This design comes from an exercise in tuning for small area and a short achievable clock period on the open sky130 flow, not from production work. In this exercise RTL edits were held to simulation tests only and were not proved equivalent to the original. Power is estimated from default activity; no workload was simulated.

==> design.v <==
module vdma_lsram_sdp #(
  parameter int DATA_WIDTH = 32,
  parameter int ADDR_WIDTH = 7
) (
  input  logic                  clk_i,
  input  logic                  rst_i,
  input  logic                  we_i,
  input  logic [ADDR_WIDTH-1:0] waddr_i,
  input  logic [DATA_WIDTH-1:0] wdata_i,
  input  logic                  re_i,
  input  logic [ADDR_WIDTH-1:0] raddr_i,
  output logic [DATA_WIDTH-1:0] rdata_o
);
  localparam int DEPTH = 1 << ADDR_WIDTH;
  logic [DATA_WIDTH-1:0] mem_q [DEPTH];
  logic [DATA_WIDTH-1:0] rdata_q;
  always_ff @(posedge clk_i) begin
    if (we_i) mem_q[waddr_i] <= wdata_i;
  end
  always_ff @(posedge clk_i or posedge rst_i) begin
    if (rst_i)     rdata_q <= '0;
    else if (re_i) rdata_q <= mem_q[raddr_i];
  end
  assign rdata_o = rdata_q;
endmodule
module vdma_lsram_fwft_fifo #(
  parameter int DATA_WIDTH    = 32,
  parameter int ADDR_WIDTH    = 7,
  parameter int AFULL_THRESH  = 2**ADDR_WIDTH - 4,
  parameter int AEMPTY_THRESH = 4
) (
  input  logic                  CLK,
  input  logic                  RESET,
  input  logic                  FLUSH,
  input  logic                  W_EN,
  input  logic [DATA_WIDTH-1:0] W_DATA,
  input  logic                  R_EN,
  output logic [DATA_WIDTH-1:0] R_DATA,
  output logic                  FULL,
  output logic                  EMPTY,
  output logic                  AFULL,
  output logic                  AEMPTY,
  output logic [ADDR_WIDTH:0]   LEVEL,
  output logic                  OVERFLOW,
  output logic                  UNDERFLOW
);
  localparam int                DEPTH     = 1 << ADDR_WIDTH;
  localparam int                LVL_W     = ADDR_WIDTH + 1;
  localparam logic [LVL_W-1:0]  DEPTH_L   = LVL_W'(DEPTH);
  localparam logic [LVL_W-1:0]  AFULL_L   = LVL_W'(AFULL_THRESH);
  localparam logic [LVL_W-1:0]  AEMPTY_L  = LVL_W'(AEMPTY_THRESH);
  localparam logic              AFULL_RST = (AFULL_THRESH == 0);
  logic [ADDR_WIDTH-1:0] wr_ptr_q, wr_ptr_d;
  logic [ADDR_WIDTH-1:0] rd_ptr_q, rd_ptr_d;
  logic [LVL_W-1:0]      ram_cnt_q, ram_cnt_d;
  logic [LVL_W-1:0]      level_q, level_d;
  logic                  valid_q, valid_d;
  logic                  full_q, full_d;
  logic                  afull_q, afull_d;
  logic                  aempty_q, aempty_d;
  logic                  push, pop, prefetch;
  logic                  ram_we, ram_re;
  logic [DATA_WIDTH-1:0] rdata;
  always_comb begin
    push      = W_EN & ~full_q;
    pop       = R_EN & valid_q;
    prefetch  = (ram_cnt_q != '0) & (~valid_q | pop);
    ram_we    = push & ~FLUSH;
    ram_re    = prefetch & ~FLUSH;
    wr_ptr_d  = wr_ptr_q;
    rd_ptr_d  = rd_ptr_q;
    ram_cnt_d = ram_cnt_q;
    level_d   = level_q;
    valid_d   = valid_q;
    if (FLUSH) begin
      wr_ptr_d  = '0;
      rd_ptr_d  = '0;
      ram_cnt_d = '0;
      level_d   = '0;
      valid_d   = 1'b0;
    end else begin
      wr_ptr_d  = wr_ptr_q + ADDR_WIDTH'(push);
      rd_ptr_d  = rd_ptr_q + ADDR_WIDTH'(prefetch);
      ram_cnt_d = ram_cnt_q + LVL_W'(push) - LVL_W'(prefetch);
      level_d   = level_q + LVL_W'(push) - LVL_W'(pop);
      valid_d   = prefetch | (valid_q & ~pop);
    end
    full_d   = (level_d == DEPTH_L);
    afull_d  = (level_d >= AFULL_L);
    aempty_d = (level_d <= AEMPTY_L);
  end
  always_ff @(posedge CLK or posedge RESET) begin
    if (RESET) begin
      wr_ptr_q  <= '0;
      rd_ptr_q  <= '0;
      ram_cnt_q <= '0;
      level_q   <= '0;
      valid_q   <= 1'b0;
      full_q    <= 1'b0;
      afull_q   <= AFULL_RST;
      aempty_q  <= 1'b1;
    end else begin
      wr_ptr_q  <= wr_ptr_d;
      rd_ptr_q  <= rd_ptr_d;
      ram_cnt_q <= ram_cnt_d;
      level_q   <= level_d;
      valid_q   <= valid_d;
      full_q    <= full_d;
      afull_q   <= afull_d;
      aempty_q  <= aempty_d;
    end
  end
  vdma_lsram_sdp #(
    .DATA_WIDTH (DATA_WIDTH),
    .ADDR_WIDTH (ADDR_WIDTH)
  ) u_ram (
    .clk_i   (CLK),
    .rst_i   (RESET),
    .we_i    (ram_we),
    .waddr_i (wr_ptr_q),
    .wdata_i (W_DATA),
    .re_i    (ram_re),
    .raddr_i (rd_ptr_q),
    .rdata_o (rdata)
  );
  assign R_DATA = rdata;
  assign EMPTY  = ~valid_q;
  assign FULL   = full_q;
  assign AFULL  = afull_q;
  assign AEMPTY = aempty_q;
  assign LEVEL  = level_q;
  logic ovf_q, ovf_d;
  logic ufl_q, ufl_d;
  always_comb begin
    ovf_d = FLUSH ? 1'b0 : (ovf_q | (W_EN & full_q));
    ufl_d = FLUSH ? 1'b0 : (ufl_q | (R_EN & ~valid_q));
  end
  always_ff @(posedge CLK or posedge RESET) begin
    if (RESET) begin
      ovf_q <= 1'b0;
      ufl_q <= 1'b0;
    end else begin
      ovf_q <= ovf_d;
      ufl_q <= ufl_d;
    end
  end
  assign OVERFLOW  = ovf_q;
  assign UNDERFLOW = ufl_q;
endmodule
==> run.sh <==
#!/bin/bash
# synth_recipe.tcl (not shown) runs the flow's synth.tcl, then flattens the netlist and writes it again
# the make line also repeats each setting of config.mk as NAME=value (left out here)
make -C /OpenROAD-flow-scripts/flow DESIGN_CONFIG=/design/flow/config.mk WORK_HOME=/design/flow/orfs CLKGATE_MAP_FILE= SYNTH_SCRIPT=/design/flow/synth_recipe.tcl finish
==> config.mk <==
export PLATFORM = sky130hd
export DESIGN_NAME = vdma_lsram_fwft_fifo
export DESIGN_NICKNAME = vdma_lsram_fwft_fifo
export VERILOG_FILES = /design/flow/design.v
export SDC_FILE = /design/flow/constraint.sdc
export NUM_CORES = 4
export LEC_CHECK = 0
export CAP_MARGIN = 20
export CORE_MARGIN = 2
export CORE_UTILIZATION = 40
export SLEW_MARGIN = 20
==> constraint.sdc <==
create_clock -name core_clock -period 4.5 [get_ports {CLK}]
set_input_delay 0.9000 -clock core_clock [delete_from_list [all_inputs] [get_ports {CLK}]]
set_output_delay 0.9000 -clock core_clock [all_outputs]
set_load 0.01 [all_outputs]
==> impl_metrics.csv <==
group,metric,value,unit
run_status,outcome,"finished clean",
worst_setup_path,start_kind,"flip-flop",
power,ir_worst_vdd,0.372,mV
placement,gp_congestion,0.897,
sta,tightest_slew,1.22,ns
floorplan,core,0.396,mm^2
detailed_routing,via_per_inst,6.08,
cts,cts_tree,"done",
yosys,synth_area_per_cell,21.8,um^2
finish,syn2layout_area_growth,15.8,%
detailed_routing,top_layer,"met5",
placement,dpl.cell_count,12700,
global_routing,track_usage,0.231,
finish,final_layout_size_suffix_gt1_frac,0.260,
sta,fin_tns_setup,0,ns
hold_path,holdCritPathClass,"in2async",
cts,clkLatencyLatePin,0.98,ns
sta,period_share,0.923,
cts,cts_num_sinks,4164,
floorplan,initial_utilization,0.402,
power,power,99.7,mW
cts,htreeDepth,5,
sta,relSlewSlack,0.184,
global_routing,grt_pass1_vias,80200,
worst_setup_path,critPathLaunch,"rd_ptr_q[0]",
worst_setup_path,worst-path-buf-inv,3,
finish,final_common_cell,"edfxtp_1",
worst_setup_path,reg2regPathDepth,9,
finish,nFillCells,32200,
yosys,yosysWarnings,2,
detailed_routing,detail-route-antenna-nets,0,
floorplan,rows,231,
yosys,ys_types,71,
placement,dpl.hpwl,278000,um
sta,fin_skew,0.0476,ns
yosys,ys_seq_elements,4164,
detailed_routing,drt_iter0_drc,12100,
cts,hold_buffers,0,
yosys,synth_top_area_cell,"edfxtp_1",
yosys,seq_area_frac_synth,0.782,
worst_setup_path,r2r_start,"rd_ptr_q[0]",
finish,multi_input_comb_area,0.0333,mm^2
detailed_routing,wire_per_inst,35.3,um
yosys,synth_edf_count,4096,
cts,clockBufferDepth,4,
sta,slew_violations,0,
sta,fin_crit,4.16,ns
yosys,async_reset_ff_frac,0.0163,
power,p_per_area,540,mW/mm^2
global_routing,grt_max_degree,129,
sta,setup_violations,0,
worst_setup_path,worstPathCellList,"buf_12 -> buf_4 -> nand2_2 -> buf_12 -> o221ai_1 -> a21oi_1 -> a211oi_1 -> a21oi_1 -> o31ai_1",
job,cap_viol_max_count,0,
power,leakage,56.9,nW
global_routing,overflow,0,
yosys,netlist_top_cells_area,"edfxtp_1, mux4_2, mux2i_1",
worst_setup_path,arrival,5.03,ns
detailed_routing,wl_met2,223000,um
cts,root_buffer,"clkbuf_16",
detailed_routing,dr_wl_met3,48000,um
yosys,synth_top_cell_area_share,0.772,
worst_setup_path,worst-path-stages,9,
worst_setup_path,cp-end-kind,"flip-flop",
detailed_routing,drc,0,
sta,hold_viol,0,
sta,max_freq,0.241,GHz
worst_setup_path,crit_type,"reg2reg",
worst_setup_path,slowest_delay,0.91,ns
detailed_routing,drt-pass1-iter-count,6,
finish,nets,7950,
worst_setup_path,worstPathMaxFanout,21,
finish,layout.area.seq,0.125,mm^2
detailed_routing,drt_wl_total,476000,um
finish,post-route-util,0.466,
worst_setup_path,reg2reg_to,"u_ram.rdata_q[7]",
worst_setup_path,slowest_stage,"dfrtp_4",
worst_setup_path,worst-r2r-setup-slack,0.34,ns
detailed_routing,vias,82000,
placement,io_buffers,82,
cts,cts.clk_slew.worst_paths,0.06,ns
yosys,syn_nets,7363,
placement,place_ws,0.0807,ns
sta,hold_slack,0.341,ns
finish,final_area,0.185,mm^2
worst_setup_path,endpoint,"u_ram.rdata_q[7]",
placement,post_dp_cell_area,0.171,mm^2
floorplan,fp.dieW,635,um
floorplan,dieArea,0.404,mm^2
yosys,synth_ff_type,"edfxtp_1",
yosys,synthesis.area,0.159,mm^2
global_routing,antenna_found_initial,42,
detailed_routing,wl_met1,186000,um
floorplan,die_h,635,um
worst_setup_path,crit_family,"compound AO/OA/AOI/OAI gates",
sta,finalWorstSetupSlack,0.345,ns
worst_setup_path,critPathRequiredTime,5.37,ns
yosys,syn_inst,7301,
cts,numCtsBuffers,414,
floorplan,ioPinCount,83,
sta,rsz0062_at_grt,"false",
finish,layout_common_cells,"edfxtp_1, mux4_2, mux2i_1, clkbuf_16, buf_4",
global_routing,grt_pass1_wl,654000,um
finish,finalNonFillerCells,13500,
[logic make-up after synthesis]
kind of cell	synth area share
flip-flops	0.782
multiplexers	0.148
AO/OA/AOI/OAI	0.0371
XOR/XNOR	0.00121
buffers and inverters	0.0156
AND/OR/NAND/NOR	0.0136
adder cells (fa/ha/maj)	0.00206
[state kept, by name, summed over array words and instances, names as in the netlist]
name	count
full_q	1
rd_ptr_q	7
u_ram.rdata_q	32
afull_q	1
valid_q	1
ram_cnt_q	8
level_q	8
aempty_q	1
u_ram.mem_q	4096
ovf_q	1
ufl_q	1
wr_ptr_q	7
[layer usage]
layer	vias to the layer above	GRT usage
li1	32100	-
met3	754	0.0451
met1	44400	0.323
met2	4718	0.363
met4	12	0.0793
met5	-	0
[worst reg2reg max path, cell delays in order (launching register included)]
cell	delay, ns
dfrtp_4	0.91
buf_12	0.25
buf_4	0.35
nand2_2	0.52
buf_12	0.39
o221ai_1	0.27
a21oi_1	0.11
a211oi_1	0.62
a21oi_1	0.35
o31ai_1	0.30
[cell type report]
class / instances / share of cell area
clock inverter: 234 / 0.0129
multi-input combinational: 2682 / 0.180
timing repair buffer: 596 / 0.0360
tap: 5242 / 0.0355
inverter: 30 / 0.000651
clock buffer: 524 / 0.0591
antenna: 8 / 0.000108
sequential: 4164 / 0.676
[where the power goes]
group	total, mW	internal (mW)	switching [mW]
clock	34.2	19.5	14.7
combinational	21.9	9.89	12.0
sequential	43.6	42.9	0.680
total	99.7	72.3	27.4
[what timing repair did]
action                                  CTS  global route
endpoints found under the setup margin    0             1
gates resized for setup                   0             1
setup buffers                             0             0
[synthesized netlist by cell type (3+ instances only)]
cell type	n
clkbuf_1	183
inv_1	26
mux2i_1	430
ha_1	23
o221ai_1	104
dfrtp_1	67
nand4_1	7
buf_6	53
buf_1	33
xor2_1	11
and2_1	10
nor4_1	5
xnor2_1	11
nand2_2	3
a22oi_1	158
mux4_2	855
edfxtp_1	4096
o22ai_1	88
o41ai_1	3
a311oi_1	9
o21a_1	4
o21ai_0	77
o21ai_1	3
nand2b_1	5
a31oi_1	17
nand2_1	147
buf_2	86
nor2_1	206
a21oi_1	164
o31ai_1	27
o21bai_1	5
a2111oi_0	16
nor3_1	24
a21o_1	3
nor2b_1	16
a32oi_1	18
a221oi_1	28
nand3_1	48
a211oi_1	85
buf_4	69
or3_1	8
mux2_2	3
nand3b_1	5
a22o_1	26
and3_1	4
[how the worst min path moves through the flow]
stage	start	end	cells past startpoint
finish	RESET	u_ram.rdata_q[28]	2
floorplan	u_ram.rdata_q[19]	u_ram.rdata_q[19]	2
global placement	ufl_q	ufl_q	2
global route	RESET	u_ram.rdata_q[29]	2
CTS	RESET	u_ram.rdata_q[28]	2
detailed placement	ovf_q	ovf_q	2

static timing again, ports no longer ideal:
In the flow no input, the clock included, has a driving cell. The finished layout below was timed again as built, in two steps. Step 1 sets driving cells, clkbuf_16 on the clock port and buf_2 on the other inputs (assumed; they add their load-dependent delay and slew). Step 2, shift: input delay + t, output delay - t, t = (earliest + latest rising clock arrival at the registers) / 2. This alone moves slack from input paths to output paths. Three values: no drivers, after step 1, after step 2; two values: the first two.
t, ns: 1.056
slack for setup (ns): 0.345 / 0.345 / 0.180
worst hold slack (ns): 0.341 / 0.262 / 0.503
worst data-port slew with drivers (ns): 0.22
cell pins on the clock port's net: 1
After both steps this run still meets setup and hold. The setup slack of this run moves by 0.000 ns with the drivers and by -0.165 ns with both steps.
